What follows belongs to an exercise in optimizing a design on an open flow for small area, a short achievable clock period and few clock cycles; a production flow would make more cautious choices.
Where RTL was checked, it was by simulation tests only, not by an equivalence proof against the original.
Function not checked in runs 3 and 4: the RTL went through the layout flow alone.
Power and IR drop assume default switching activity.

$ cat design/flow/flow/run.sh
#!/bin/bash
# The standard layout (the standard.sh), with two changes:
#  - after the standard synthesis, flow/fa_polarity.py flips the polarity of full adders
#    (FA(~a,~b,~c) = ~FA(a,b,c)) to drop inverters around them; registers are untouched
#  - the port buffers are plain buffers instead of the default delay cells
# Each tool's output goes to a log here: synth.log, fa_polarity.log, layout.log
# (ORFS's own per-step logs stay under orfs/logs).
set -euo pipefail
ARGS=(BUFFER_PORTS_ARGS="-buffer_cell sky130_fd_sc_hd__buf_2")
RES=$PWD/orfs/results/$FLOW_PLATFORM/wn_dot/base
bash standard.sh "${ARGS[@]}" "$RES/1_2_yosys.v" > synth.log 2>&1
python3 flow/fa_polarity.py "$RES/1_2_yosys.v" "$RES/1_2_yosys.fapol.v" > fa_polarity.log 2>&1
cp "$RES/1_2_yosys.v" "$RES/1_2_yosys.orig.v"
mv "$RES/1_2_yosys.fapol.v" "$RES/1_2_yosys.v"
bash standard.sh "${ARGS[@]}" finish > layout.log 2>&1
$ cat design/flow/flow/fa_polarity.py
#!/usr/bin/env python3
"""Remove inverters around full-adder cells in a Yosys gate netlist.

A full adder is self-dual: FA(~a, ~b, ~c) gives ~SUM and ~COUT. So a full adder whose
inputs mostly arrive through inverters can take the true signals instead and deliver
inverted outputs, which then cancel inverters at its loads. This script picks, for each
sky130 full adder, the polarity that needs the fewest inverters (greedy passes until no
change), and rewrites the netlist with the inverters that are still needed. The
function of every net that is a port or a register pin is unchanged, and no register
is touched.

usage: fa_polarity.py IN.v OUT.v
"""
import re
import sys
from collections import defaultdict

FA = 'sky130_fd_sc_hd__fa_1'
INV_CELLS = {'sky130_fd_sc_hd__inv_1', 'sky130_fd_sc_hd__inv_2', 'sky130_fd_sc_hd__clkinv_1'}
OUT_PINS = {'X', 'Y', 'Q', 'Q_N', 'SUM', 'COUT', 'HI', 'LO'}

src = open(sys.argv[1]).read()
m = re.search(r'\n(\s*\w+\s+[\\\w$.\[\]]+\s*\()', src)
# split header (declarations) and cell instances
inst_re = re.compile(r'^  (sky130_fd_sc_hd__\w+) (\S+)\s+\(\n(.*?)\n  \);\n', re.S | re.M)
cells = []
for mm in inst_re.finditer(src):
    typ, name, body = mm.group(1), mm.group(2), mm.group(3)
    pins = []
    for pm in re.finditer(r'\.(\w+)\((.*?)\)(?:,|$)', body, re.M):
        pins.append((pm.group(1), pm.group(2).strip()))
    cells.append([typ, name, pins, mm.start(), mm.end()])
ncell = len(re.findall(r'^  sky130_fd_sc_hd__', src, re.M))
assert ncell == len(cells), (ncell, len(cells))
first = cells[0][3]
last = cells[-1][4]
header, footer = src[:first], src[last:]
assert 'assign' not in src, 'netlist has assigns'

# inverters: out -> in
inv_in = {}
for typ, name, pins, _, _ in cells:
    if typ in INV_CELLS:
        d = dict(pins)
        inv_in[d['Y']] = d['A']

def root(net):
    pol = 0
    seen = 0
    while net in inv_in:
        net = inv_in[net]
        pol ^= 1
        seen += 1
        assert seen < 100
    return net, pol

port_nets = set()
for d in re.finditer(r'^\s*(input|output)\s+(\[\d+:\d+\]\s+)?(\S+);', header, re.M):
    rng, nm = d.group(2), d.group(3)
    if rng:
        hi, lo = map(int, re.findall(r'\d+', rng))
        for i in range(min(hi, lo), max(hi, lo) + 1):
            port_nets.add(f'{nm}[{i}]')
    else:
        port_nets.add(nm)

XSWAP = {'sky130_fd_sc_hd__xor2_1': 'sky130_fd_sc_hd__xnor2_1',
         'sky130_fd_sc_hd__xnor2_1': 'sky130_fd_sc_hd__xor2_1'}
fa_cells = [c for c in cells if c[0] == FA]
x_cells = [c for c in cells if c[0] in XSWAP]
flip = {c[1]: 0 for c in fa_cells}
xflip = {c[1]: 0 for c in x_cells}
drv_fa = {}          # root net -> (fa name) for FA outputs
for c in fa_cells:
    d = dict(c[2])
    drv_fa[d['SUM']] = c[1]
    drv_fa[d['COUT']] = c[1]
drv_x = {}
for c in x_cells:
    d = dict(c[2])
    drv_x[d['Y'] if 'Y' in d else d['X']] = c[1]

# loads: list of (cell name, pin, root, pol); inverter cells are dropped as loads,
# except inverters that drive ports (kept as plain loads to preserve the port net)
loads = defaultdict(list)     # root -> list of [cellname, pin, pol]
keep_inv = set()
for typ, name, pins, _, _ in cells:
    if typ in INV_CELLS:
        d = dict(pins)
        if d['Y'] in port_nets:
            keep_inv.add(name)
        else:
            continue
    for p, n in pins:
        if p in OUT_PINS:
            continue
        if n.startswith("1'b"):
            continue
        r, pol = root(n)
        loads[r].append([name, p, pol])
fa_inputs = {c[1]: [] for c in fa_cells}
for r, ls in loads.items():
    for l in ls:
        if l[0] in fa_inputs:
            fa_inputs[l[0]].append((r, l))

def phys(r):
    f = drv_fa.get(r)
    if f:
        return flip[f]
    x = drv_x.get(r)
    return xflip[x] if x else 0

def need_inv(r):
    p = phys(r)
    return any((l[2] ^ (flip[l[0]] if l[0] in flip else 0)) != p for l in loads.get(r, []))

def cost_around(fname):
    rs = set(r for r, _ in fa_inputs[fname])
    c = [x for x in fa_cells_by_name[fname][2] if x[0] in ('SUM', 'COUT')]
    rs.update(n for _, n in c)
    return rs

fa_cells_by_name = {c[1]: c for c in fa_cells}
fixed = set()
for c in fa_cells:
    for p, n in c[2]:
        if n.startswith("1'b") or (p in ('SUM', 'COUT') and n in port_nets):
            fixed.add(c[1])
total0 = sum(1 for r in loads if need_inv(r))

def greedy(order):
    for it in range(30):
        changed = 0
        for c in order:
            f = c[1]
            if f in fixed:
                continue
            rs = cost_around(f)
            before = sum(need_inv(r) for r in rs)
            flip[f] ^= 1
            after = sum(need_inv(r) for r in rs)
            if after < before:
                changed += 1
            else:
                flip[f] ^= 1
        for r, xn in drv_x.items():
            before = need_inv(r)
            xflip[xn] ^= 1
            after = need_inv(r)
            if after < before:
                changed += 1
            else:
                xflip[xn] ^= 1
        if not changed:
            break
    return sum(1 for r in loads if need_inv(r))

# a few greedy descents from shuffled orders; keep the best (deterministic seed)
import random
rng = random.Random(1)
best = None
for trial in range(8):
    for f in flip:
        flip[f] = 0
    for x in xflip:
        xflip[x] = 0
    order = list(fa_cells)
    if trial:
        rng.shuffle(order)
    cost = greedy(order)
    if best is None or cost < best[0]:
        best = (cost, dict(flip), dict(xflip))
flip.update(best[1])
xflip.update(best[2])
total1 = sum(1 for r in loads if need_inv(r))
sys.stderr.write(f'inverted roots: {total0} -> {total1}; flipped {sum(flip.values())} of {len(fa_cells)} adders, {sum(xflip.values())} xor/xnor; '
                 f'inverters in netlist before: {sum(1 for c in cells if c[0] in INV_CELLS)}\n')

# rewrite: each root that needs its opposite physical polarity gets one inverter
out_cells = []
newinv = {}
k = 0
def inv_of(r):
    global k
    if r not in newinv:
        k += 1
        newinv[r] = (f'fapol_inv{k}', f'fapol_n{k}')
    return newinv[r][1]

for typ, name, pins, _, _ in cells:
    if typ in INV_CELLS and name not in keep_inv:
        continue
    newpins = []
    for p, n in pins:
        if p in OUT_PINS or n.startswith("1'b"):
            newpins.append((p, n))
            continue
        r, pol = root(n)
        want = pol ^ (flip[name] if name in flip else 0)
        if typ in INV_CELLS:
            # kept inverter driving a port: feed it the polarity it needs
            want = pol
        if want == phys(r):
            newpins.append((p, r))
        else:
            newpins.append((p, inv_of(r)))
    if name in xflip and xflip[name]:
        typ = XSWAP[typ]
        outpin = 'Y' if typ.endswith('xnor2_1') else 'X'
        newpins = [(outpin if p in ('X', 'Y') else p, n) for p, n in newpins]
    out_cells.append((typ, name, newpins))

# physical outputs of flipped adders carry the complement of the original net; the
# original net name keeps its logical meaning only where it is used through root(),
# so the flipped adder keeps its output net names (now holding the complement).
def esc(n):
    # escaped identifiers end at whitespace
    return n + ' ' if n.startswith('\\') else n
lines = []
for typ, name, pins in out_cells:
    lines.append(f'  {typ} {esc(name)} (\n' + ',\n'.join(f'    .{p}({esc(n)})' for p, n in pins) + '\n  );\n')
for r, (iname, onet) in newinv.items():
    lines.append(f'  sky130_fd_sc_hd__inv_1 {iname} (\n    .A({esc(r)}),\n    .Y({onet})\n  );\n')
decl = ''.join(f'  wire {onet};\n' for _, onet in newinv.values())
# declarations go before the first cell
hdr = header
open(sys.argv[2], 'w').write(hdr + decl + ''.join(lines) + footer)
sys.stderr.write(f'new inverters: {len(newinv)}\n')
$ cat design/flow/standard.sh
#!/bin/bash
# synth_recipe.tcl (not shown) runs the flow's synth.tcl, then flattens the netlist and writes it again
# the make line also repeats each setting of config.mk as NAME=value (left out here)
make -C /OpenROAD-flow-scripts/flow DESIGN_CONFIG=/design/flow/config.mk WORK_HOME=/design/flow/orfs CLKGATE_MAP_FILE= SYNTH_SCRIPT=/design/flow/synth_recipe.tcl "${@:-finish}"
$ cat design/flow/config.mk
export PLATFORM = sky130hd
export DESIGN_NAME = wn_dot
export DESIGN_NICKNAME = wn_dot
export VERILOG_FILES = /design/flow/design.v
export SDC_FILE = /design/flow/constraint.sdc
export NUM_CORES = 4
export LEC_CHECK = 0
export ABC_AREA = 1
export CAP_MARGIN = 20
export CORE_MARGIN = 2
export CORE_UTILIZATION = 55
export PLACE_DENSITY = 0.65
export SETUP_SLACK_MARGIN = 4.0
export SLEW_MARGIN = 20
$ cat design/flow/constraint.sdc
create_clock -name core_clock -period 8.0 [get_ports {clk}]
set_input_delay 1.6000 -clock core_clock [delete_from_list [all_inputs] [get_ports {clk}]]
set_output_delay 1.6000 -clock core_clock [all_outputs]
set_load 0.01 [all_outputs]
$ cat design/flow/design.v
module wn_dot #(
   parameter int unsigned NCH  = 16,
   parameter int unsigned DW   = 8,
   parameter int unsigned AW   = 4,
   parameter int unsigned ACCW = 2*DW+AW,
   parameter int unsigned OW   = DW
) (
   input  logic                     clk,
   input  logic                     xrst,
   input  logic                     start,
   input  logic [AW-1:0]            len,
   input  logic                     relu,
   output logic [AW-1:0]            x_raddr,
   input  logic signed [DW-1:0]     x_rdata,
   output logic [NCH*AW-1:0]        w_raddr,
   input  logic signed [NCH*DW-1:0] w_rdata,
   output logic [NCH*OW-1:0]        y,
   output logic                     busy,
   output logic                     finish
);
   localparam logic [ACCW-1:0] K_TERM = 20'hfab00;
   localparam int unsigned NCOPY = 2;
   logic          r_busy;
   logic          r_run;       
   logic [AW-1:0] r_addr;
   logic [AW-1:0] r_len_m1;
   logic          r_relu;
   logic          r_first1;    
   logic          r_last1, r_last2;
   logic          r_finish;
   logic [ACCW-1:0] w_pre;     
   logic w_accept, w_fetch, w_last;
   assign w_accept = start & ~r_busy;
   assign w_fetch  = w_accept | r_run;
   assign w_last   = w_accept ? (len == AW'(1)) : (r_run & (r_addr == r_len_m1));
   always_ff @(posedge clk or negedge xrst) begin
      if (!xrst) begin
         r_busy   <= 1'b0;
         r_run    <= 1'b0;
         r_addr   <= '0;
         r_len_m1 <= '0;
         r_relu   <= 1'b0;
         r_first1 <= 1'b0;
         r_last1  <= 1'b0;
         r_last2  <= 1'b0;
         r_finish <= 1'b0;
      end else begin
         r_busy   <= w_accept | (r_busy & ~r_last2);
         r_run    <= w_fetch & ~w_last;
         r_addr   <= (w_fetch & ~w_last) ? r_addr + AW'(1) : '0;
         if (w_accept) begin
            r_len_m1 <= len - AW'(1);
            r_relu   <= relu;
         end
         r_first1 <= w_accept;
         r_last1  <= w_last;
         r_last2  <= r_last1;
         r_finish <= r_last2;
      end
   end
   assign w_pre = ACCW'({r_len_m1 + AW'(1) == '0, AW'(r_len_m1 + AW'(1))}) * K_TERM;
   logic [3:0] w_one, w_two, w_neg;
   always_comb begin
      for (int k = 0; k < 4; k++) begin
         logic b2, b1, b0;
         b2 = x_rdata[2*k+1];
         b1 = x_rdata[2*k];
         b0 = (k == 0) ? 1'b0 : x_rdata[2*k-1];
         w_one[k] = b1 ^ b0;
         w_two[k] = (b2 & ~b1 & ~b0) | (~b2 & b1 & b0);
         w_neg[k] = b2;
      end
   end
   logic [3:0] r_one0, r_two0, r_neg0;
   always_ff @(posedge clk) begin
      r_one0 <= w_one;
      r_two0 <= w_two;
      r_neg0 <= w_neg;
   end
   logic [3:0] r_one1, r_two1, r_neg1;
   always_ff @(posedge clk) begin
      r_one1 <= ~w_one;
      r_two1 <= ~w_two;
      r_neg1 <= ~w_neg;
   end
   logic [DW-1:0]   r_w   [NCH];
   logic [ACCW-1:0] r_acc [NCH];    
   logic [ACCW-1:0] w_sum [NCH];
   logic [1:0]      r_cs  [NCH];    
   logic [1:0]      w_cs  [NCH];
   for (genvar c = 0; c < NCH; c++) begin : g_ch
      logic [ACCW-1:0] w_ain;
      logic [3:0]      w_c_one, w_c_two, w_c_neg;
      assign w_ain = r_acc[c];
      always_comb begin
         if (c / (NCH / NCOPY) == 0) begin
            w_c_one = r_one0;
            w_c_two = r_two0;
            w_c_neg = r_neg0;
         end
         else if (c / (NCH / NCOPY) == 1) begin
            w_c_one = ~r_one1;
            w_c_two = ~r_two1;
            w_c_neg = ~r_neg1;
         end
         else begin
            w_c_one = r_one0;
            w_c_two = r_two0;
            w_c_neg = r_neg0;
         end
      end
      wn_dot_mac u_mac (.i_one(w_c_one), .i_two(w_c_two), .i_neg(w_c_neg), .i_w(r_w[c]),
                        .i_acc(w_ain), .i_cs(r_cs[c]), .o_cs(w_cs[c]),
                        .o_sum(w_sum[c]));
      always_ff @(posedge clk) begin
         r_w[c]   <= w_rdata[c*DW +: DW];
         r_acc[c] <= r_first1 ? w_pre : w_sum[c];
         r_cs[c]  <= r_first1 ? '0 : w_cs[c];
      end
   end
   always_comb begin
      for (int c = 0; c < NCH; c++) begin
         logic [3:0] mid;
         logic [7:0] hi;
         logic       cs1, cs2, cmid, add1, add2, neg, top1, top0, in_range;
         logic       hi_m0, hi_m1;           
         mid  = r_acc[c][11:8];
         hi   = r_acc[c][19:12];
         cs1  = r_cs[c][0];
         cs2  = r_cs[c][1];
         cmid = cs1 & (mid == '1);
         add1 = cs2 | cmid;                  
         add2 = cs2 & cmid;                  
         hi_m0 = hi == '1;
         hi_m1 = hi == {{(7){1'b1}}, 1'b0};
         top1 = ((mid == '1) & ~cs1 | (mid == {{(3){1'b1}}, 1'b0}) & cs1)
                & (hi_m0 & ~cs2 | hi_m1 & cs2);
         top0 = (mid == '0) & ~cs1 & ((hi == '0) & ~cs2 | hi_m0 & cs2)
              | (mid == '1) & cs1 & (hi_m0 & ~cs2 | hi_m1 & cs2);
         neg  = hi[7] ^ (add1 & (hi[6:0] == '1) | add2 & (hi[6:0] == {{(6){1'b1}}, 1'b0}));
         in_range = (top1 & (r_acc[c][7:OW-1] == '1)) | (top0 & (r_acc[c][7:OW-1] == '0));
         y[c*OW +: OW] = {~(r_relu & neg) & (in_range ? r_acc[c][OW-1] : neg),
                          {(OW-1){~(r_relu & neg)}} & (in_range ? r_acc[c][OW-2:0] : {(OW-1){~neg}})};
      end
   end
   assign x_raddr = r_addr;
   assign w_raddr = {NCH{r_addr}};
   assign busy    = r_busy;
   assign finish  = r_finish;
endmodule
module wn_dot_mac (
   input  logic [3:0]  i_one,    
   input  logic [3:0]  i_two,    
   input  logic [3:0]  i_neg,    
   input  logic [7:0]  i_w,
   input  logic [19:0] i_acc,
   input  logic [1:0]  i_cs,     
   output logic [1:0]  o_cs,
   output logic [19:0] o_sum
);
   logic s1, c1;
   logic s2, c2;
   logic s3, c3;
   logic s4, c4;
   logic s5, c5;
   logic s6, c6;
   logic s7, c7;
   logic s8, c8;
   logic s9, c9;
   logic s10, c10;
   logic s11, c11;
   logic s12, c12;
   logic s13, c13;
   logic s14, c14;
   logic s15, c15;
   logic s16, c16;
   logic s17, c17;
   logic s18, c18;
   logic s19, c19;
   logic s20, c20;
   logic s21, c21;
   logic s22, c22;
   logic s23, c23;
   logic s24, c24;
   logic s25, c25;
   logic s26, c26;
   logic s27, c27;
   logic s28, c28;
   logic s29, c29;
   logic s30, c30;
   logic s31, c31;
   logic s32, c32;
   logic s33, c33;
   logic s34, c34;
   logic s35, c35;
   logic s36, c36;
   assign s1 = i_acc[4] ^ i_neg[2];
   assign c1 = i_acc[4] & i_neg[2];
   assign s2 = i_acc[5] ^ (i_neg[0] ^ ((i_one[0] & i_w[5]) | (i_two[0] & i_w[4])));
   assign c2 = i_acc[5] & (i_neg[0] ^ ((i_one[0] & i_w[5]) | (i_two[0] & i_w[4])));
   assign s3 = i_acc[6] ^ i_neg[3] ^ (i_neg[0] ^ ((i_one[0] & i_w[6]) | (i_two[0] & i_w[5])));
   assign c3 = (i_acc[6] & i_neg[3]) | (i_acc[6] & (i_neg[0] ^ ((i_one[0] & i_w[6]) | (i_two[0] & i_w[5])))) | (i_neg[3] & (i_neg[0] ^ ((i_one[0] & i_w[6]) | (i_two[0] & i_w[5]))));
   assign s4 = (i_neg[1] ^ ((i_one[1] & i_w[4]) | (i_two[1] & i_w[3]))) ^ (i_neg[2] ^ ((i_one[2] & i_w[2]) | (i_two[2] & i_w[1])));
   assign c4 = (i_neg[1] ^ ((i_one[1] & i_w[4]) | (i_two[1] & i_w[3]))) & (i_neg[2] ^ ((i_one[2] & i_w[2]) | (i_two[2] & i_w[1])));
   assign s5 = i_acc[7] ^ (i_neg[0] ^ ((i_one[0] & i_w[7]) | (i_two[0] & i_w[6]))) ^ (i_neg[1] ^ ((i_one[1] & i_w[5]) | (i_two[1] & i_w[4])));
   assign c5 = (i_acc[7] & (i_neg[0] ^ ((i_one[0] & i_w[7]) | (i_two[0] & i_w[6])))) | (i_acc[7] & (i_neg[1] ^ ((i_one[1] & i_w[5]) | (i_two[1] & i_w[4])))) | ((i_neg[0] ^ ((i_one[0] & i_w[7]) | (i_two[0] & i_w[6]))) & (i_neg[1] ^ ((i_one[1] & i_w[5]) | (i_two[1] & i_w[4]))));
   assign s6 = (i_neg[2] ^ ((i_one[2] & i_w[3]) | (i_two[2] & i_w[2]))) ^ (i_neg[3] ^ ((i_one[3] & i_w[1]) | (i_two[3] & i_w[0])));
   assign c6 = (i_neg[2] ^ ((i_one[2] & i_w[3]) | (i_two[2] & i_w[2]))) & (i_neg[3] ^ ((i_one[3] & i_w[1]) | (i_two[3] & i_w[0])));
   assign s7 = i_acc[8] ^ i_cs[0] ^ (i_neg[1] ^ ((i_one[1] & i_w[6]) | (i_two[1] & i_w[5])));
   assign c7 = (i_acc[8] & i_cs[0]) | (i_acc[8] & (i_neg[1] ^ ((i_one[1] & i_w[6]) | (i_two[1] & i_w[5])))) | (i_cs[0] & (i_neg[1] ^ ((i_one[1] & i_w[6]) | (i_two[1] & i_w[5]))));
   assign s8 = (i_neg[2] ^ ((i_one[2] & i_w[4]) | (i_two[2] & i_w[3]))) ^ (i_neg[3] ^ ((i_one[3] & i_w[2]) | (i_two[3] & i_w[1]))) ^ ~(i_neg[0] ^ ((i_one[0] & i_w[7]) | (i_two[0] & i_w[7])));
   assign c8 = ((i_neg[2] ^ ((i_one[2] & i_w[4]) | (i_two[2] & i_w[3]))) & (i_neg[3] ^ ((i_one[3] & i_w[2]) | (i_two[3] & i_w[1])))) | ((i_neg[2] ^ ((i_one[2] & i_w[4]) | (i_two[2] & i_w[3]))) & ~(i_neg[0] ^ ((i_one[0] & i_w[7]) | (i_two[0] & i_w[7])))) | ((i_neg[3] ^ ((i_one[3] & i_w[2]) | (i_two[3] & i_w[1]))) & ~(i_neg[0] ^ ((i_one[0] & i_w[7]) | (i_two[0] & i_w[7]))));
   assign s9 = i_acc[9] ^ (i_neg[1] ^ ((i_one[1] & i_w[7]) | (i_two[1] & i_w[6]))) ^ (i_neg[2] ^ ((i_one[2] & i_w[5]) | (i_two[2] & i_w[4])));
   assign c9 = (i_acc[9] & (i_neg[1] ^ ((i_one[1] & i_w[7]) | (i_two[1] & i_w[6])))) | (i_acc[9] & (i_neg[2] ^ ((i_one[2] & i_w[5]) | (i_two[2] & i_w[4])))) | ((i_neg[1] ^ ((i_one[1] & i_w[7]) | (i_two[1] & i_w[6]))) & (i_neg[2] ^ ((i_one[2] & i_w[5]) | (i_two[2] & i_w[4]))));
   assign s10 = i_acc[10] ^ (i_neg[2] ^ ((i_one[2] & i_w[6]) | (i_two[2] & i_w[5])));
   assign c10 = i_acc[10] & (i_neg[2] ^ ((i_one[2] & i_w[6]) | (i_two[2] & i_w[5])));
   assign s11 = i_acc[2] ^ i_neg[1];
   assign c11 = i_acc[2] & i_neg[1];
   assign s12 = i_acc[3] ^ (i_neg[0] ^ ((i_one[0] & i_w[3]) | (i_two[0] & i_w[2])));
   assign c12 = i_acc[3] & (i_neg[0] ^ ((i_one[0] & i_w[3]) | (i_two[0] & i_w[2])));
   assign s13 = (i_neg[0] ^ ((i_one[0] & i_w[4]) | (i_two[0] & i_w[3]))) ^ (i_neg[1] ^ ((i_one[1] & i_w[2]) | (i_two[1] & i_w[1]))) ^ (i_neg[2] ^ (i_one[2] & i_w[0]));
   assign c13 = ((i_neg[0] ^ ((i_one[0] & i_w[4]) | (i_two[0] & i_w[3]))) & (i_neg[1] ^ ((i_one[1] & i_w[2]) | (i_two[1] & i_w[1])))) | ((i_neg[0] ^ ((i_one[0] & i_w[4]) | (i_two[0] & i_w[3]))) & (i_neg[2] ^ (i_one[2] & i_w[0]))) | ((i_neg[1] ^ ((i_one[1] & i_w[2]) | (i_two[1] & i_w[1]))) & (i_neg[2] ^ (i_one[2] & i_w[0])));
   assign s14 = c1 ^ (i_neg[1] ^ ((i_one[1] & i_w[3]) | (i_two[1] & i_w[2]))) ^ (i_neg[2] ^ ((i_one[2] & i_w[1]) | (i_two[2] & i_w[0])));
   assign c14 = (c1 & (i_neg[1] ^ ((i_one[1] & i_w[3]) | (i_two[1] & i_w[2])))) | (c1 & (i_neg[2] ^ ((i_one[2] & i_w[1]) | (i_two[2] & i_w[0])))) | ((i_neg[1] ^ ((i_one[1] & i_w[3]) | (i_two[1] & i_w[2]))) & (i_neg[2] ^ ((i_one[2] & i_w[1]) | (i_two[2] & i_w[0]))));
   assign s15 = (i_neg[3] ^ (i_one[3] & i_w[0])) ^ c2 ^ s4;
   assign c15 = ((i_neg[3] ^ (i_one[3] & i_w[0])) & c2) | ((i_neg[3] ^ (i_one[3] & i_w[0])) & s4) | (c2 & s4);
   assign s16 = c4 ^ s6 ^ c3;
   assign c16 = (c4 & s6) | (c4 & c3) | (s6 & c3);
   assign s17 = c6 ^ c5 ^ s7;
   assign c17 = (c6 & c5) | (c6 & s7) | (c5 & s7);
   assign s18 = (i_neg[3] ^ ((i_one[3] & i_w[3]) | (i_two[3] & i_w[2]))) ^ c7 ^ c8;
   assign c18 = ((i_neg[3] ^ ((i_one[3] & i_w[3]) | (i_two[3] & i_w[2]))) & c7) | ((i_neg[3] ^ ((i_one[3] & i_w[3]) | (i_two[3] & i_w[2]))) & c8) | (c7 & c8);
   assign s19 = (i_neg[3] ^ ((i_one[3] & i_w[4]) | (i_two[3] & i_w[3]))) ^ ~(i_neg[1] ^ ((i_one[1] & i_w[7]) | (i_two[1] & i_w[7]))) ^ s10;
   assign c19 = ((i_neg[3] ^ ((i_one[3] & i_w[4]) | (i_two[3] & i_w[3]))) & ~(i_neg[1] ^ ((i_one[1] & i_w[7]) | (i_two[1] & i_w[7])))) | ((i_neg[3] ^ ((i_one[3] & i_w[4]) | (i_two[3] & i_w[3]))) & s10) | (~(i_neg[1] ^ ((i_one[1] & i_w[7]) | (i_two[1] & i_w[7]))) & s10);
   assign s20 = i_acc[11] ^ (i_neg[2] ^ ((i_one[2] & i_w[7]) | (i_two[2] & i_w[6]))) ^ (i_neg[3] ^ ((i_one[3] & i_w[5]) | (i_two[3] & i_w[4])));
   assign c20 = (i_acc[11] & (i_neg[2] ^ ((i_one[2] & i_w[7]) | (i_two[2] & i_w[6])))) | (i_acc[11] & (i_neg[3] ^ ((i_one[3] & i_w[5]) | (i_two[3] & i_w[4])))) | ((i_neg[2] ^ ((i_one[2] & i_w[7]) | (i_two[2] & i_w[6]))) & (i_neg[3] ^ ((i_one[3] & i_w[5]) | (i_two[3] & i_w[4]))));
   assign s21 = i_acc[12] ^ i_cs[1] ^ (i_neg[3] ^ ((i_one[3] & i_w[6]) | (i_two[3] & i_w[5])));
   assign c21 = (i_acc[12] & i_cs[1]) | (i_acc[12] & (i_neg[3] ^ ((i_one[3] & i_w[6]) | (i_two[3] & i_w[5])))) | (i_cs[1] & (i_neg[3] ^ ((i_one[3] & i_w[6]) | (i_two[3] & i_w[5]))));
   assign s22 = i_acc[0] ^ i_neg[0];
   assign c22 = i_acc[0] & i_neg[0];
   assign s23 = i_acc[1] ^ (i_neg[0] ^ ((i_one[0] & i_w[1]) | (i_two[0] & i_w[0])));
   assign c23 = i_acc[1] & (i_neg[0] ^ ((i_one[0] & i_w[1]) | (i_two[0] & i_w[0])));
   assign s24 = (i_neg[0] ^ ((i_one[0] & i_w[2]) | (i_two[0] & i_w[1]))) ^ (i_neg[1] ^ (i_one[1] & i_w[0])) ^ s11;
   assign c24 = ((i_neg[0] ^ ((i_one[0] & i_w[2]) | (i_two[0] & i_w[1]))) & (i_neg[1] ^ (i_one[1] & i_w[0]))) | ((i_neg[0] ^ ((i_one[0] & i_w[2]) | (i_two[0] & i_w[1]))) & s11) | ((i_neg[1] ^ (i_one[1] & i_w[0])) & s11);
   assign s25 = c11 ^ (i_neg[1] ^ ((i_one[1] & i_w[1]) | (i_two[1] & i_w[0]))) ^ s12;
   assign c25 = (c11 & (i_neg[1] ^ ((i_one[1] & i_w[1]) | (i_two[1] & i_w[0])))) | (c11 & s12) | ((i_neg[1] ^ ((i_one[1] & i_w[1]) | (i_two[1] & i_w[0]))) & s12);
   assign s26 = s1 ^ c12 ^ s13;
   assign c26 = (s1 & c12) | (s1 & s13) | (c12 & s13);
   assign s27 = s2 ^ c13 ^ s14;
   assign c27 = (s2 & c13) | (s2 & s14) | (c13 & s14);
   assign s28 = c14 ^ s3 ^ s15;
   assign c28 = (c14 & s3) | (c14 & s15) | (s3 & s15);
   assign s29 = s5 ^ c15 ^ s16;
   assign c29 = (s5 & c15) | (s5 & s16) | (c15 & s16);
   assign s30 = s8 ^ c16 ^ s17;
   assign c30 = (s8 & c16) | (s8 & s17) | (c16 & s17);
   assign s31 = s9 ^ c17 ^ s18;
   assign c31 = (s9 & c17) | (s9 & s18) | (c17 & s18);
   assign s32 = c9 ^ s19 ^ c18;
   assign c32 = (c9 & s19) | (c9 & c18) | (s19 & c18);
   assign s33 = c10 ^ s20 ^ c19;
   assign c33 = (c10 & s20) | (c10 & c19) | (s20 & c19);
   assign s34 = ~(i_neg[2] ^ ((i_one[2] & i_w[7]) | (i_two[2] & i_w[7]))) ^ c20 ^ s21;
   assign c34 = (~(i_neg[2] ^ ((i_one[2] & i_w[7]) | (i_two[2] & i_w[7]))) & c20) | (~(i_neg[2] ^ ((i_one[2] & i_w[7]) | (i_two[2] & i_w[7]))) & s21) | (c20 & s21);
   assign s35 = i_acc[13] ^ (i_neg[3] ^ ((i_one[3] & i_w[7]) | (i_two[3] & i_w[6]))) ^ c21;
   assign c35 = (i_acc[13] & (i_neg[3] ^ ((i_one[3] & i_w[7]) | (i_two[3] & i_w[6])))) | (i_acc[13] & c21) | ((i_neg[3] ^ ((i_one[3] & i_w[7]) | (i_two[3] & i_w[6]))) & c21);
   assign s36 = i_acc[14] ^ ~(i_neg[3] ^ ((i_one[3] & i_w[7]) | (i_two[3] & i_w[7])));
   assign c36 = i_acc[14] & ~(i_neg[3] ^ ((i_one[3] & i_w[7]) | (i_two[3] & i_w[7])));
   logic [19:0] w_ra, w_rb;
   assign w_ra = {i_acc[19], i_acc[18], i_acc[17], i_acc[16], i_acc[15], s36, c34, s34, s33, s32, c30, c29, c28, c27, c26, c25, c24, c23, c22, (i_neg[0] ^ (i_one[0] & i_w[0]))};
   assign w_rb = {1'b0, 1'b0, 1'b0, 1'b0, c36, c35, s35, c33, c32, c31, s31, s30, s29, s28, s27, s26, s25, s24, s23, s22};
   assign {o_cs[0], o_sum[7:0]} = 9'(w_ra[7:0]) + 9'(w_rb[7:0]);
   assign {o_cs[1], o_sum[11:8]} = 5'(w_ra[11:8]) + 5'(w_rb[11:8]);
   assign o_sum[19:12] = w_ra[19:12] + w_rb[19:12];
endmodule
==> metrics.yaml, run 1 <==
timing.final.hold_violations: 0
timing_max_transition_violations_final: 0
routabilityCongestion: 0.889
postLayoutCellArea_sq_um: 55400
fp.dieArea_sq_um: 90400
clkSlewWorstSetupHoldPaths_ps: 60
max_cap_violations: 0
worst_clock_skew_ps: 22.9
routed-via-count: 42600
fin_cells: 7316
placement.cell_area_sq_um: 50600
timing.hold.worst.class: "reg2reg"
cp_data_required_time_ps: 6400
holdCritStartpoint: "r_last1$_DFF_PN0_"
clkSinkCount: 519
design_power_total_w: 0.0283
share_of_the_clock_period_used_by_the_worst_path_after_layout_pct: 49.6
slew_headroom_pct: 23.5
grt.total_usage_pct: 32.7
synth-warning-count: 9
mappedNetlistArea_sq_um: 48400
grt-ovfl-total: 0
core_area_sq_um: 87000
cts.hold.buffers_added: 0
fin_nets: 7164
setup_tns_ps: 0
setup_repair_after_global_routing_missed_its_margin: "true"
irDropWorstVdd_uv: 462
tightestPinTransition_ps: 1140
number_of_global_route_vias_before_repair: 40700
cts.htree.levels: 3
place_inst: 7109
portBuffers: 341
synthCells: 5848
crit_slowest_cell: "sky130_fd_sc_hd__dfxtp_1"
initial_utilization_pct: 55.6
totalWireLength_microns: 154000
cts-root-to-sink-buffers: 3
crit_start: "r_acc[0][11]$_DFF_P_"
std_cell_rows: 108
wire_per_inst_microns: 21.0
clock_tree.root_cell: "sky130_fd_sc_hd__clkbuf_16"
firstDrtPassIters: 6
timing.fmax_mhz: 252
power_leakage_nw: 26.6
worst_path_largest_cell_delay_ps: 420
grt_start_max_net_pins: 86
post-route-drc-count: 0
critical_path_arrival_ps: 2370
number_of_antenna_violations_at_the_first_check_in_global_routing: 4
setup_cp_type: "reg2out"
tritoncts.num_buffers: 66
critical_path.startpoint_type: "register"
worst_r2r_startpoint: "r_neg1[0]$_DFF_P_"
critical_path_peak_fanout: 3
antenna_cells_inserted: 0
critical_path.cell_chain: "nand3_2, nor2_4, nand2_1, nand2_1, nand2_1, nand2_1, nand2_4, buf_4, nor2_1, buf_2"
insertion_delay_to_the_later_sink_of_the_worst_skew_pair_ps: 640
drtAntennaViolNets: 0
post-dp-hpwl_microns: 104000
layout_min_cycle_time_ps: 3970
grt_pass1_wl_microns: 230000
setup_viol: 0
share_of_final_layout_standard_cells_stronger_than_drive_strength_1_pct: 14.3
vias_per_cell: 5.83
average_instance_area_after_synthesis_sq_um: 8.28
fp.dieW_microns: 301
powerDensity_nw_per_um2: 510
dr.first_iter.drc_count: 3909
pin_count: 342
syn-num-nets: 6902
area_delta_synth_final_pct: 14.5
end_kind: "output port"
outcome: "timing/DRC/antenna clean"
tritoncts_clock_tree: "built"
floorplan.die.height_microns: 301
timing.critical_path.mode_cell: "sky130_fd_sc_hd__nand2_1"
==> registers in the layout, indices dropped and copies added, names as in the netlist, 4 cells and up <==
register  flops
r_acc       320
r_w         128
r_cs         32
r_addr        4
r_len_m1      4
r_neg0        4
r_neg1        4
r_one0        4
r_one1        4
r_two0        4
r_two1        4
==> through the flow <==
| step | worst slack, ps | hold slack (ps) | utilization [%] |
|---|---|---|---|
| 6_report | 4030 | 371 | 63.7 |
| 5_1_grt | 3900 | 378 | 63.7 |
| 4_1_cts | 4000 | 371 | 61.9 |
| 3_5_place_dp | 3210 | 336 | 58.1 |
| 3_3_place_gp | 3290 | 335 | 58.1 |
| 2_1_floorplan | 4160 | 331 | - |
==> cells in the final DEF, fill, tap and decap left out, types with 17 or more instances in the layout <==
cell and count:
sky130_fd_sc_hd__a21oi_1 333, sky130_fd_sc_hd__a21oi_2 19, sky130_fd_sc_hd__buf_12 17, sky130_fd_sc_hd__buf_2 340, sky130_fd_sc_hd__buf_4 83, sky130_fd_sc_hd__clkbuf_16 81, sky130_fd_sc_hd__clkbuf_8 17, sky130_fd_sc_hd__dfxtp_1 451
sky130_fd_sc_hd__dfxtp_2 42, sky130_fd_sc_hd__fa_1 469, sky130_fd_sc_hd__ha_1 438, sky130_fd_sc_hd__inv_1 575, sky130_fd_sc_hd__nand2_1 904, sky130_fd_sc_hd__nand2_2 52, sky130_fd_sc_hd__nand2_4 34, sky130_fd_sc_hd__nand3_1 177
sky130_fd_sc_hd__nand3_2 19, sky130_fd_sc_hd__nand4_1 55, sky130_fd_sc_hd__nor2_1 352, sky130_fd_sc_hd__nor3_1 39, sky130_fd_sc_hd__o211ai_1 18, sky130_fd_sc_hd__o21ai_0 273, sky130_fd_sc_hd__o21bai_1 42, sky130_fd_sc_hd__o22ai_1 446
sky130_fd_sc_hd__xnor2_1 132, sky130_fd_sc_hd__xor2_1 474
==> what timing repair did <==
item,in CTS,in global routing
setup buffers,20,56
pin swaps,19,40
setup endpoints to repair,336,269
gates resized for setup,177,252
cloned,1,11
==> cell type report <==
class | count | area (sq um)
Clock buffer | 94 | 2020
Clock inverter | 25 | 320
Fill cell | 7534 | 31600
Inverter | 607 | 2390
Multi-Input combinational cell | 4440 | 35300
Sequential cell | 519 | 10600
Tap cell | 1155 | 1450
Timing Repair Buffer | 476 | 3370
==> path summary, 6_finish.rpt <==
path | to | slack (ps) | cells past startpoint
worst max-delay path | y[7] | 4030 | 10
max in group asynchronous | r_len_m1[1]$_DFFE_PN0P_ | 6870 | 1
min in group asynchronous | r_first1$_DFF_PN0_ | 850 | 1
worst max register to register | r_cs[8][1]$_SDFF_PP0_ | 4160 | 13
worst min-delay path | r_last2$_DFF_PN0_ | 370 | 0
worst min register to register | r_last2$_DFF_PN0_ | 370 | 0
==> worst max-delay path, delay by kind of cell, from the launching register on <==
kind | cells | cell delay [ps]
buffers and inverters | 2 | 340
flip-flops | 1 | 420
AND/OR/NAND/NOR | 8 | 950
==> layer usage <==
| metal | share of wire [%] | vias to the layer above | global-route usage, % |
|---|---|---|---|
| met4 | 3.5 | 6 | 11.9 |
| met2 | 42 | 1996 | 48.2 |
| met1 | 43 | 20400 | 45.3 |
| li1 | - | 20000 | - |
| met5 | 0.078 | - | 0.741 |
| met3 | 11 | 303 | 9.83 |
==> report_power, final <==
| group | internal [W] | switching [W] | leakage (nW) | total (W) |
|---|---|---|---|---|
| clock network | 0.00199 | 0.00129 | 1.15 | 0.00327 |
| logic | 0.00854 | 0.0113 | 21.0 | 0.0198 |
| registers | 0.00402 | 0.00115 | 4.45 | 0.00516 |
Testbench counts, summed over its fixed seeds: cycles 17,126.
==> run 2: changes to the inputs <==
--- a/design/flow/config.mk
+++ b/design/flow/config.mk
@@ -5,7 +5,7 @@
 export SDC_FILE = /design/flow/constraint.sdc
 export NUM_CORES = 4
 export LEC_CHECK = 0
-export ABC_AREA = 1
+export ABC_AREA = 0
 export CAP_MARGIN = 20
 export CORE_MARGIN = 2
 export CORE_UTILIZATION = 55
==> run 2 against run 1 <==
  * Sequential power rose by 5.8%
  * Sequential share of layout area rose by 0.60 points
  * Register-to-register slack got worse by 70 ps
  * Final cell count fell by 14%
  * Count of clock-buffer cells in the layout fell by 6
  * Hold slack got worse by 9.7 ps
  * Cell area fell by 0.81%
  * Flip-flop and latch count did not move
  * Clock skew rose by 2.1 ps
  * Critical endpoint is now y[107]
  * Largest cell class unchanged
  * Largest power group unchanged
  * Highest routed layer is now met4
==> metrics.yaml, run 2 <==
outcome: "timing/DRC/antenna clean"
worst_r2r_startpoint: "r_len_m1[0]$_DFFE_PN0P_"
fin_nets: 6152  # -14%
clock_tree.root_cell: "sky130_fd_sc_hd__clkbuf_16"
hold-worst-slack_ps: 361  # -9.70 ps
crit_path_end: "y[107]"
post-dp-hpwl_microns: 92600  # -11%
totalWireLength_microns: 138000  # -10%
synthCells: 4888  # -16%
cts.hold.buffers_added: 0  # unchanged
seq_power_share_pct: 18.6  # +0.3 points
grt_pass1_wl_microns: 214000  # -7.2%
power.share.combinational_pct: 70.3  # about the same
cts-root-to-sink-buffers: 3  # unchanged
portBuffers: 341  # unchanged
clkSlewWorstSetupHoldPaths_ps: 60  # about the same
top_register: "r_acc"
pin_count: 342  # unchanged
tritoncts_clock_tree: "built"
number_of_antenna_violations_at_the_first_check_in_global_routing: 2  # -2
setup_cp_type: "reg2out"
most-common-layout-cells: "645 x sky130_fd_sc_hd__xnor2_1, 468 x sky130_fd_sc_hd__fa_1, 435 x sky130_fd_sc_hd__ha_1"
syn-num-nets: 5942  # -14%
dr.first_iter.drc_count: 2448  # -37%
p_int_w: 0.0163  # +12%
share_of_the_clock_period_used_by_the_worst_path_after_layout_pct: 49.9  # +0.37 points
setup_viol: 0  # unchanged
total_switching_power_w: 0.0131  # -4.3%
crit_start: "r_acc[13][16]$_DFF_P_"
design_power_total_w: 0.0294  # +4.1%
routabilityCongestion: 0.899  # +1.1%
drtAntennaViolNets: 0  # unchanged
largest_reg_flops: 320  # unchanged
grt.total_usage_pct: 30.6  # -2.2 points
end_kind: "output port"
share_of_final_layout_standard_cells_stronger_than_drive_strength_1_pct: 20.7  # +6.4 points
final.fill_count: 6984  # -7.3%
slew_headroom_pct: 23.2  # -0.23 points
powerDensity_nw_per_um2: 535  # +4.9%
std_cell_rows: 107  # -0.93%
cp_data_required_time_ps: 6400  # about the same
wire_per_inst_microns: 21.8  # +4.1%
grt-ovfl-total: 0  # unchanged
final_common_cell: "sky130_fd_sc_hd__xnor2_1"
critical_path.startpoint_type: "register"
place_inst: 6059  # -15%
critical_path_peak_fanout: 7  # +4
routed-via-count: 37000  # -13%
setup.reg_to_reg.worst_slack_ps: 4090  # -70 ps
clkSinkCount: 519  # unchanged
tritoncts.num_buffers: 66  # unchanged
irDropWorstVdd_uv: 406  # -12%
fp.dieArea_sq_um: 88100  # -2.5%
power_leakage_nw: 23.6  # -11%
number_of_global_route_vias_before_repair: 37800  # -7.1%
timing.final.hold_violations: 0  # unchanged
area_delta_synth_final_pct: 16.5
cts.htree.levels: 3  # unchanged
initial_utilization_pct: 55.4  # -0.22 points
fp.dieW_microns: 297  # -1.3%
reg.largest.list: "r_acc x320, r_w x128, r_cs x32"
post-route-drc-count: 0  # unchanged
critical_path_arrival_ps: 2390  # +20 ps
timing_max_transition_violations_final: 0  # unchanged
max_cap_violations: 0  # unchanged
core_area_sq_um: 85100  # -2.2%
mappedNetlistArea_sq_um: 47200  # -2.5%
firstDrtPassIters: 6  # unchanged
worst_clock_skew_ps: 25.0  # +2.14 ps
setup_tns_ps: 0  # unchanged
timing.reg2reg.worst_path_depth: 20  # +7
power_frac_clock_pct: 11.1  # -0.5 points
power.switching_fraction_pct: 44.6  # -3.9 points
fin_cells: 6296  # -14%
average_instance_area_after_synthesis_sq_um: 9.65  # +17%
insertion_delay_to_the_later_sink_of_the_worst_skew_pair_ps: 640  # about the same
timing.hold.worst.class: "reg2reg"
layout_min_cycle_time_ps: 3990  # +29.2 ps
timing.fmax_mhz: 250  # -0.73%
tightestPinTransition_ps: 1150  # +7.66 ps
setup_repair_after_global_routing_missed_its_margin: "true"
vias_per_cell: 5.87  # +0.76%
grt_start_max_net_pins: 229  # +170%
timing.rr.end: "r_acc[10][18]$_DFF_P_"
floorplan.die.height_microns: 297  # -1.3%
postLayoutCoreUtil_pct: 64.6  # +0.88 points
synth-warning-count: 9  # unchanged
-- run 2: changes by cell type in the layout (fill, tap and decap cells not counted), moves of 101 or more --
cell / delta
sky130_fd_sc_hd__nand3_1: -173
sky130_fd_sc_hd__a21oi_1: -117
sky130_fd_sc_hd__xnor2_1: +513
sky130_fd_sc_hd__a22oi_1: +224
sky130_fd_sc_hd__xor2_1: -286
sky130_fd_sc_hd__o22ai_1: -222
sky130_fd_sc_hd__o21a_1: +101
sky130_fd_sc_hd__nand2_1: -787
sky130_fd_sc_hd__nor2_1: -109
sky130_fd_sc_hd__inv_1: -260
sky130_fd_sc_hd__dfxtp_1: -129
-- run 2: timing repair --
| item | in CTS | in global routing |
|---|---|---|
| gates cloned | 3 | 2 |
| pin swaps | 55 | 62 |
| setup endpoints to repair | 287 | 260 |
| setup buffers | 57 | 53 |
| resized for setup | 313 | 265 |
-- run 2: worst min path at each step --
| stage | cells past startpoint | startpoint | to |
|---|---|---|---|
| after floorplan | 0 | r_last1$_DFF_PN0_ | r_last2$_DFF_PN0_ |
| after CTS | 0 | r_last2$_DFF_PN0_ | r_finish$_DFF_PN0_ |
| after global placement | 0 | r_last1$_DFF_PN0_ | r_last2$_DFF_PN0_ |
| after global routing | 0 | r_last1$_DFF_PN0_ | r_last2$_DFF_PN0_ |
| final | 0 | r_last1$_DFF_PN0_ | r_last2$_DFF_PN0_ |
| after detailed placement | 0 | r_last2$_DFF_PN0_ | r_finish$_DFF_PN0_ |
-- run 2: area by class of cell --
cell class | instances | area, sq um | area share [%]
antenna | 3 | 7.51 | 0.0137
inverter | 322 | 1220 | 2.22
clock inverter | 31 | 418 | 0.760
sequential | 519 | 10800 | 19.7
timing repair buffer | 498 | 3570 | 6.50
multi-input combinational | 3691 | 35600 | 64.7
tap | 1144 | 1430 | 2.60
clock buffer | 88 | 1940 | 3.53
-- run 2: layer usage --
metal,part of all wire [%],up-vias,GRT usage [%],wire length [microns]
met3,5.8,411,3.68,7970
li1,-,17100,-,-
met1,40,18100,38.1,54800
met2,48,1314,52.3,66700
met5,0,-,0,0
met4,5.9,0,15.6,8050
-- run 2: power by group through the flow --
stage | Clock [W] | Sequential [W] | Combinational [W]
after global routing | 0.00342 | 0.00560 | 0.0238
final | 0.00327 | 0.00546 | 0.0207
after CTS | 0.00332 | 0.00532 | 0.0204
after detailed placement | 0 | 0.00530 | 0.0197
after floorplan | 0 | 0.00480 | 0.0160
after global placement | 0 | 0.00530 | 0.0193
-- run 2: per-stage QoR --
| stage | setup slack (ps) | area, sq um |
|---|---|---|
| after detailed placement | 3390 | 49100 |
| after floorplan | 4030 | 47200 |
| final | 4010 | 55000 |
| after CTS | 3950 | 53600 |
| after global placement | 3450 | 49100 |
| after global routing | 3930 | 55000 |
-- run 2: critical path, cell delays in order, from the launching register on --
cell and delay (ps):
sky130_fd_sc_hd__dfxtp_4 360, sky130_fd_sc_hd__and3_4 200, sky130_fd_sc_hd__nand3_4 100, sky130_fd_sc_hd__o31ai_4 290
sky130_fd_sc_hd__a31oi_4 230, sky130_fd_sc_hd__o22ai_4 270, sky130_fd_sc_hd__o21a_1 170, sky130_fd_sc_hd__buf_2 120
==> run 3: changes to the inputs <==
--- a/design/flow/design.v
+++ b/design/flow/design.v
@@ -83,6 +83,21 @@
       r_two1 <= ~w_two;
       r_neg1 <= ~w_neg;
    end
+   logic [3:0] w_negb, w_negc, r_negb, r_negc;
+   always_comb begin
+      for (int k = 0; k < 4; k++) begin
+         logic b2, b1, b0;
+         b2 = x_rdata[2*k+1];
+         b1 = x_rdata[2*k];
+         b0 = (k == 0) ? 1'b0 : x_rdata[2*k-1];
+         w_negb[k] = b2 & ~(b1 & b0);      
+         w_negc[k] = b2 | (~b1 & ~b0);     
+      end
+   end
+   always_ff @(posedge clk) begin
+      r_negb <= w_negb;
+      r_negc <= ~w_negc;
+   end
    logic [DW-1:0]   r_w   [NCH];
    logic [ACCW-1:0] r_acc [NCH];    
    logic [ACCW-1:0] w_sum [NCH];
@@ -108,6 +123,8 @@
             w_c_two = r_two0;
             w_c_neg = r_neg0;
          end
+         if (c / 4 == 1) w_c_neg = r_negb;
+         if (c / 4 == 3) w_c_neg = ~r_negc;
       end
       wn_dot_mac u_mac (.i_one(w_c_one), .i_two(w_c_two), .i_neg(w_c_neg), .i_w(r_w[c]),
                         .i_acc(w_ain), .i_cs(r_cs[c]), .o_cs(w_cs[c]),
--- a/design/flow/config.mk
+++ b/design/flow/config.mk
@@ -5,7 +5,7 @@
 export SDC_FILE = /design/flow/constraint.sdc
 export NUM_CORES = 4
 export LEC_CHECK = 0
-export ABC_AREA = 0
+export ABC_AREA = 1
 export CAP_MARGIN = 20
 export CORE_MARGIN = 2
 export CORE_UTILIZATION = 55
==> run 3 against run 2 <==
  * Hold slack got worse by 6.5 ps
  * Largest cell class unchanged
  * Synthesized area increased by 3.1%
  * Global-route usage increased by 1.2 points
  * Combinational power decreased by 2%
  * Clock power about the same
  * Flip-flop and latch count increased by 7
  * Count of clock-buffer cells in the layout increased by 4
  * Still clean on timing, DRC and antenna
  * Critical endpoint is now y[6]
  * Critical path type unchanged
  * Maximum frequency increased by 0.82%
==> metrics.yaml, run 3 <==
outcome: "timing/DRC/antenna clean"
irDropWorstVdd_uv: 298  # -27%
clock_tree.root_cell: "sky130_fd_sc_hd__clkbuf_16"
area_delta_synth_final_pct: 13.8
synth-warning-count: 9  # unchanged
final_common_cell: "sky130_fd_sc_hd__nand2_1"
tritoncts_clock_tree: "built"
fp.dieW_microns: 301  # +1.5%
top_register: "r_acc"
synthCells: 5864  # +20%
timing_max_transition_violations_final: 0  # unchanged
routabilityCongestion: 0.914  # +1.7%
holdCritStartpoint: "r_last1$_DFF_PN0_"
total_switching_power_w: 0.0138  # +5.3%
routed-via-count: 42100  # +14%
worst_clock_skew_ps: 37.8  # +12.8 ps
power_leakage_nw: 26.5  # +13%
post-dp-hpwl_microns: 102000  # +9.8%
clkSinkCount: 526  # +1.3%
crit_slowest_cell: "sky130_fd_sc_hd__dfxtp_2"
worst_path_largest_cell_delay_ps: 360  # about the same
grt_start_max_net_pins: 98  # -57%
powerDensity_nw_per_um2: 518  # -3.3%
timing.fmax_mhz: 252  # +0.82%
reg.largest.list: "r_acc x320, r_w x128, r_cs x32"
final.fill_count: 7700  # +10%
postLayoutCellArea_sq_um: 55300  # +0.63%
vias_per_cell: 5.75  # -2.0%
share_of_the_clock_period_used_by_the_worst_path_after_layout_pct: 49.5  # -0.41 points
post-route-drc-count: 0  # unchanged
tritoncts.num_buffers: 68  # +3.0%
slew_headroom_pct: 17.1  # -6.2 points
core_area_sq_um: 88000  # +3.3%
totalWireLength_microns: 146000  # +5.9%
power.share.combinational_pct: 70.5  # +0.2 points
power.switching_fraction_pct: 48.3  # +3.7 points
firstDrtPassIters: 6  # unchanged
setup_viol: 0  # unchanged
setup.reg_to_reg.worst_slack_ps: 4100  # about the same
placement.cell_area_sq_um: 50800  # +3.6%
cts.htree.levels: 3  # unchanged
max_cap_violations: 0  # unchanged
grt.total_usage_pct: 31.8  # +1.2 points
setup_repair_after_global_routing_missed_its_margin: "true"
critical_path_peak_fanout: 7  # unchanged
fin_nets: 7163  # +16%
number_of_global_route_vias_before_repair: 40800  # +7.9%
p_int_w: 0.0148  # -9.1%
wire_per_inst_microns: 19.9  # -9.0%
initial_utilization_pct: 55.3  # -0.13 points
ff_latch_area_sq_um: 10700  # -0.80%
timing.final.hold_violations: 0  # unchanged
crit_start: "r_acc[0][16]$_DFF_P_"
syn-num-nets: 6924  # +17%
power_frac_clock_pct: 11.3  # +0.2 points
setup_cp_type: "reg2out"
dr.first_iter.drc_count: 3547  # +45%
timing.hold.worst.class: "reg2reg"
pin_count: 342  # unchanged
drtAntennaViolNets: 0  # unchanged
most-common-layout-cells: "906 x sky130_fd_sc_hd__nand2_1, 580 x sky130_fd_sc_hd__inv_1, 475 x sky130_fd_sc_hd__xor2_1"
mappedNetlistArea_sq_um: 48600  # +3.1%
critical_path.startpoint_type: "register"
grt_pass1_wl_microns: 227000  # +6.2%
grt-ovfl-total: 0  # unchanged
layout_min_cycle_time_ps: 3960  # -32.6 ps
seq_power_share_pct: 18.2  # -0.4 points
tightestPinTransition_ps: 1240  # +88.1 ps
share_of_final_layout_standard_cells_stronger_than_drive_strength_1_pct: 14.0  # -6.7 points
cp_data_required_time_ps: 6400  # about the same
number_of_antenna_violations_at_the_first_check_in_global_routing: 8  # +6
std_cell_rows: 109  # +1.9%
setup_tns_ps: 0  # unchanged
end_kind: "output port"
design_power_total_w: 0.0286  # -2.7%
multi_input_area_sq_um: 35500  # -0.32%
largest_reg_flops: 320  # unchanged
worst_r2r_startpoint: "r_neg0[1]$_DFF_P_"
cts.hold.buffers_added: 0  # unchanged
clkSlewWorstSetupHoldPaths_ps: 60  # about the same
cts-root-to-sink-buffers: 3  # unchanged
critical_path.cell_chain: "nand2_2, inv_2, nand2_2, nor2_4, nand4_1, nand2_4, nand2_4, a21oi_4, buf_2"
portBuffers: 341  # unchanged
fp.dieArea_sq_um: 90800  # +3.0%
insertion_delay_to_the_later_sink_of_the_worst_skew_pair_ps: 650  # about the same
average_instance_area_after_synthesis_sq_um: 8.29  # -14%
floorplan.die.height_microns: 301  # +1.5%
critical_path_arrival_ps: 2360  # -30 ps
run 3: worst paths after layout:
check                                        endpoint  cells after the start
worst max-delay path                             y[6]                      9
worst min-delay path                r_last2$_DFF_PN0_                      0
max in group asynchronous          r_first1$_DFF_PN0_                      1
min in group asynchronous          r_first1$_DFF_PN0_                      1
worst max register to register  r_cs[0][1]$_SDFF_PP0_                     11
worst min register to register      r_last2$_DFF_PN0_                      0
run 3: critical path, delay by kind of cell, from the launching register on:
kind,cells,cell delay [ps]
AND/OR/NAND/NOR,6,900
flip-flops,1,360
buffers and inverters,2,240
AO/OA/AOI/OAI,1,200
run 3: final cells by class:
cell class / count / area share (%)
clock buffers: 92 / 3.52
flip-flops and latches: 526 / 19.4
repair buffers: 447 / 5.34
clock inverters: 31 / 0.694
diodes: 3 / 0.0136
multi-input cells: 4448 / 64.1
well taps: 1165 / 2.63
inverters: 612 / 4.31
run 3: what timing repair did:
item / in CTS / in global routing
gates resized for setup: 159 / 271
setup endpoints to repair: 313 / 265
gates cloned: 0 / 2
pin swaps: 15 / 52
setup buffers: 13 / 46
run 3: stage by stage:
| step | hold WS, ps | instances | setup WS [ps] | util [%] |
|---|---|---|---|---|
| finish | 354 | 7324 | 4040 | 62.9 |
| global route | 353 | 7321 | 3940 | 62.9 |
| CTS | 348 | 7273 | 3930 | 61.2 |
| detailed placement | 345 | 7137 | 3260 | 57.8 |
| global placement | 336 | 7137 | 3270 | 57.8 |
| floorplan | 331 | 5864 | 4240 | - |
run 3: power by group through the flow:
stage	clock network, W	logic [W]	registers, W
floorplan	0	0.0158	0.00478
global placement	0	0.0190	0.00517
detailed placement	0	0.0196	0.00517
CTS	0.00329	0.0199	0.00513
global route	0.00341	0.0237	0.00534
finish	0.00325	0.0202	0.00520
run 3: per-layer routing:
metal | track usage (%) | wire length [microns] | share of wire, % | vias up
met4 | 11.6 | 4920 | 3.4 | 4
met2 | 49.6 | 65000 | 45 | 1546
met1 | 44.0 | 63300 | 44 | 20300
met5 | 0 | 31 | 0.021 | -
li1 | - | - | - | 20000
met3 | 5.99 | 12200 | 8.4 | 288
==> run 4: changes to the inputs <==
--- a/design/flow/design.v
+++ b/design/flow/design.v
@@ -28,6 +28,7 @@
    logic          r_first1;    
    logic          r_last1, r_last2;
    logic          r_finish;
+   logic [AW-1:0] r_waddr;     
    logic [ACCW-1:0] w_pre;     
    logic w_accept, w_fetch, w_last;
    assign w_accept = start & ~r_busy;
@@ -44,6 +45,7 @@
          r_last1  <= 1'b0;
          r_last2  <= 1'b0;
          r_finish <= 1'b0;
+         r_waddr  <= '0;
       end else begin
          r_busy   <= w_accept | (r_busy & ~r_last2);
          r_run    <= w_fetch & ~w_last;
@@ -56,6 +58,7 @@
          r_last1  <= w_last;
          r_last2  <= r_last1;
          r_finish <= r_last2;
+         r_waddr  <= r_addr;
       end
    end
    assign w_pre = ACCW'({r_len_m1 + AW'(1) == '0, AW'(r_len_m1 + AW'(1))}) * K_TERM;
@@ -83,22 +86,7 @@
       r_two1 <= ~w_two;
       r_neg1 <= ~w_neg;
    end
-   logic [3:0] w_negb, w_negc, r_negb, r_negc;
-   always_comb begin
-      for (int k = 0; k < 4; k++) begin
-         logic b2, b1, b0;
-         b2 = x_rdata[2*k+1];
-         b1 = x_rdata[2*k];
-         b0 = (k == 0) ? 1'b0 : x_rdata[2*k-1];
-         w_negb[k] = b2 & ~(b1 & b0);      
-         w_negc[k] = b2 | (~b1 & ~b0);     
-      end
-   end
-   always_ff @(posedge clk) begin
-      r_negb <= w_negb;
-      r_negc <= ~w_negc;
-   end
-   logic [DW-1:0]   r_w   [NCH];
+   logic [DW-1:0]   w_wt   [NCH];    
    logic [ACCW-1:0] r_acc [NCH];    
    logic [ACCW-1:0] w_sum [NCH];
    logic [1:0]      r_cs  [NCH];    
@@ -123,14 +111,12 @@
             w_c_two = r_two0;
             w_c_neg = r_neg0;
          end
-         if (c / 4 == 1) w_c_neg = r_negb;
-         if (c / 4 == 3) w_c_neg = ~r_negc;
-      end
-      wn_dot_mac u_mac (.i_one(w_c_one), .i_two(w_c_two), .i_neg(w_c_neg), .i_w(r_w[c]),
+      end
+      assign w_wt[c] = w_rdata[c*DW +: DW];
+      wn_dot_mac u_mac (.i_one(w_c_one), .i_two(w_c_two), .i_neg(w_c_neg), .i_w(w_wt[c]),
                         .i_acc(w_ain), .i_cs(r_cs[c]), .o_cs(w_cs[c]),
                         .o_sum(w_sum[c]));
       always_ff @(posedge clk) begin
-         r_w[c]   <= w_rdata[c*DW +: DW];
          r_acc[c] <= r_first1 ? w_pre : w_sum[c];
          r_cs[c]  <= r_first1 ? '0 : w_cs[c];
       end
@@ -161,7 +147,7 @@
       end
    end
    assign x_raddr = r_addr;
-   assign w_raddr = {NCH{r_addr}};
+   assign w_raddr = {NCH{r_waddr}};
    assign busy    = r_busy;
    assign finish  = r_finish;
 endmodule
==> run 4 against run 3 <==
  * Wire length increased by 8.5%
  * Worst setup slack got worse by 230 ps
  * Hold slack got worse by 4.7 ps
  * Cell area increased by 6.1%
  * Register-to-register slack got worse by 180 ps
  * Via count increased by 3.0%
  * First-iteration DRC count increased by 15%
  * Global-route usage increased by 3.0 points
  * Sequential share of layout area decreased by 5.6 points
  * Total power increased by 12%
==> metrics.yaml, run 4 <==
outcome: "timing/DRC/antenna clean"
std_cell_rows: 105  # -3.7%
tritoncts_clock_tree: "built"
tightestPinTransition_ps: 1230  # -9.78 ps
critical_path_peak_fanout: 7  # unchanged
clock_tree.root_cell: "sky130_fd_sc_hd__clkbuf_16"
fin_nets: 7298  # +1.9%
power.switching_fraction_pct: 49.2  # +0.83 points
grt.total_usage_pct: 34.8  # +3.0 points
pin_count: 342  # unchanged
timing.hold.worst.class: "reg2reg"
most-common-layout-cells: "905 x sky130_fd_sc_hd__nand2_1, 450 x sky130_fd_sc_hd__xor2_1, 416 x sky130_fd_sc_hd__inv_1"
placement.cell_area_sq_um: 49200  # -3.1%
initial_utilization_pct: 55.7  # +0.42 points
postLayoutCellArea_sq_um: 58700  # +6.1%
cts-root-to-sink-buffers: 3  # unchanged
timing_max_transition_violations_final: 0  # unchanged
worst_r2r_startpoint: "r_one1[1]$_DFF_P_"
post-route-drc-count: 0  # unchanged
hold-worst-slack_ps: 350  # -4.68 ps
critical_path_arrival_ps: 4630  # +2270 ps
area_delta_synth_final_pct: 28.0
clkSlewWorstSetupHoldPaths_ps: 60  # about the same
holdCritStartpoint: "r_last1$_DFF_PN0_"
final.fill_count: 6333  # -18%
totalWireLength_microns: 158000  # +8.5%
slew_headroom_pct: 18.0  # +0.96 points
max_cap_violations: 0  # unchanged
grt-ovfl-total: 0  # unchanged
routed-via-count: 43400  # +3.0%
worst_clock_skew_ps: 30.9  # -6.89 ps
synthCells: 5730  # -2.3%
critical_path.startpoint_type: "input port"
seq_power_share_pct: 14.1  # -4.1 points
timing.fmax_mhz: 238  # -5.5%
power_leakage_nw: 26.7  # +0.46%
layout_min_cycle_time_ps: 4190  # +231 ps
cts.htree.levels: 2  # -1
power_frac_clock_pct: 7.9  # -3.4 points
number_of_global_route_vias_before_repair: 40700  # -0.35%
number_of_antenna_violations_at_the_first_check_in_global_routing: 4  # -4
setup_viol: 0  # unchanged
reg.largest.list: "r_acc x320, r_cs x32"
share_of_final_layout_standard_cells_stronger_than_drive_strength_1_pct: 30.1  # +16 points
routabilityCongestion: 0.955  # +4.5%
portBuffers: 341  # unchanged
irDropWorstVdd_uv: 375  # +26%
power.share.combinational_pct: 78.1  # +7.6 points
average_instance_area_after_synthesis_sq_um: 8.01  # -3.4%
share_of_the_clock_period_used_by_the_worst_path_after_layout_pct: 52.4  # +2.9 points
final_common_cell: "sky130_fd_sc_hd__nand2_1"
timing.final.hold_violations: 0  # unchanged
grt_pass1_wl_microns: 234000  # +3.0%
grt_start_max_net_pins: 91  # -7.1%
setup_cp_type: "in2reg"
setup_tns_ps: 0  # unchanged
dr.first_iter.drc_count: 4075  # +15%
tritoncts.num_buffers: 52  # -24%
p_int_w: 0.0164  # +11%
drtAntennaViolNets: 0  # unchanged
cts.hold.buffers_added: 0  # unchanged
total_switching_power_w: 0.0158  # +14%
setup_ws_ps: 3810  # -231 ps
core_area_sq_um: 82400  # -6.4%
setup_repair_after_global_routing_missed_its_margin: "true"
post-dp-hpwl_microns: 107000  # +4.7%
firstDrtPassIters: 6  # unchanged
preCtsSetupSlack_ps: 3160  # -103 ps
wire_per_inst_microns: 21.5  # +8.1%
top_register: "r_acc"
clkSinkCount: 395  # -25%
crit_start: "w_rdata[77]"
powerDensity_nw_per_um2: 548  # +5.9%
place_inst: 6911  # -3.2%
mappedNetlistArea_sq_um: 45900  # -5.7%
fp.dieArea_sq_um: 85700  # -5.6%
vias_per_cell: 5.90  # +2.6%
fp.dieW_microns: 293  # -2.8%
floorplan.die.height_microns: 293  # -2.8%
largest_reg_flops: 320  # unchanged
syn-num-nets: 6784  # -2.0%
end_kind: "register"
insertion_delay_to_the_later_sink_of_the_worst_skew_pair_ps: 630  # -20 ps
synth-warning-count: 9  # unchanged
cp_data_required_time_ps: 8440  # +2040 ps
fin_cells: 7356  # +0.44%
run 4: cell count changes in the layout (fill, tap and decap cells not counted), sizes merged, moves of 6 or more:
cell      before   now
ha           447   441
inv          606   502
dfxtp        511   376
o21a          12     4
clkinvlp      14   106
nand3        212   225
a21oi        357   343
nor3          49    64
buf          444   736
nand2        987  1006
nand4         60    41
clkbuf        95    76
a211oi         4    12
run 4: layout make-up:
type | count | area [sq um] | share of cell area, %
Multi-Input combinational cell | 4450 | 39100 | 66.5
Sequential cell | 395 | 8110 | 13.8
Timing Repair Buffer | 739 | 5670 | 9.65
Inverter | 606 | 2740 | 4.66
Clock buffer | 73 | 1510 | 2.57
Tap cell | 1070 | 1340 | 2.28
Clock inverter | 21 | 284 | 0.484
Antenna cell | 2 | 5.00 | 0.00852
run 4: path summary, 6_finish.rpt:
kind                                               end  slack [ps]  depth (start not counted)
min in group asynchronous             r_busy$_DFF_PN0_         930                          1
worst max-delay path             r_cs[9][1]$_SDFF_PP0_        3810                         13
worst max register to register  r_cs[13][1]$_SDFF_PP0_        3920                         13
worst min register to register       r_last2$_DFF_PN0_         350                          0
max in group asynchronous           r_first1$_DFF_PN0_        6750                          1
worst min-delay path                 r_last2$_DFF_PN0_         350                          0
run 4: metrics by stage:
step / total power, W / util (%)
6_report: 0.0322 / 71.3
2_1_floorplan: 0.0206 / -
4_1_cts: 0.0286 / 65.0
3_3_place_gp: 0.0245 / 59.8
5_1_grt: 0.0358 / 71.3
3_5_place_dp: 0.0250 / 59.8
run 4: worst max-delay path, stage by stage:
cell and delay [ps]:
sky130_fd_sc_hd__buf_8 90, sky130_fd_sc_hd__clkinvlp_4 250, sky130_fd_sc_hd__o22ai_4 220, sky130_fd_sc_hd__xnor2_2 150, sky130_fd_sc_hd__fa_2 470, sky130_fd_sc_hd__fa_2 550, sky130_fd_sc_hd__fa_2 450, sky130_fd_sc_hd__ha_4 180
sky130_fd_sc_hd__fa_2 360, sky130_fd_sc_hd__nand2_2 90, sky130_fd_sc_hd__inv_2 50, sky130_fd_sc_hd__o21ai_2 100, sky130_fd_sc_hd__a21oi_1 60
run 4: per-layer routing:
metal  GRT usage, %  share of wire (%)  vias to the layer above
met5              0              0.026                        -
met1           50.1                 43                    20900
li1               -                  -                    20100
met4           11.4                3.8                        8
met3           8.01                9.8                      354
met2           51.3                 43                     2084
run 4: timing repair:
action | CTS | global route
pin swaps | 152 | 470
setup endpoints to repair | 300 | 297
cloned | 0 | 3
buffers inserted | 146 | 199
resized for setup | 340 | 881
run 4: power by group through the flow:
stage	Clock [W]	Sequential (W)	Combinational (W)
finish	0.00254	0.00453	0.0251
CTS	0.00257	0.00443	0.0216
global placement	0	0.00444	0.0201
global route	0.00265	0.00465	0.0285
detailed placement	0	0.00444	0.0206
floorplan	0	0.00405	0.0165

-- afterwards: timing with drivers on the ports --
The results above use ideal ports. As a check the final layouts listed here were re-extracted and re-timed, cells and wires unchanged. Step 1 (the two cells are an assumption about what drives the block):
set clk [get_ports {clk}]
set_driving_cell -lib_cell sky130_fd_sc_hd__clkbuf_16 $clk
set_driving_cell -lib_cell sky130_fd_sc_hd__buf_2 [delete_from_list [all_inputs] $clk]
Step 2 moves the port delays by t, midway between the first and last clock arrival at a register: inputs arrive t later, outputs are due t later. That takes back most of the time a late clock gives input paths. Slacks: ideal ports / drivers / drivers and shift; pairs: ideal ports / drivers.
run	shift t [ns]	setup WS [ns]	worst setup path at the end	cell pins on the clock port's net
run 1	0.696	4.034 / 3.968 / 4.162	register to register	1
run 2	0.702	4.005 / 3.934 / 4.094	register to register	1
run 3	0.697	4.038 / 3.972 / 4.099	register to register	1
run 4	0.679	3.806 / 3.816 / 3.137	input to register	1
After both steps setup and hold are still met in every run listed. For run 4, which loses most, drivers alone change the setup slack by +0.010 ns; drivers and shift together by -0.669 ns.
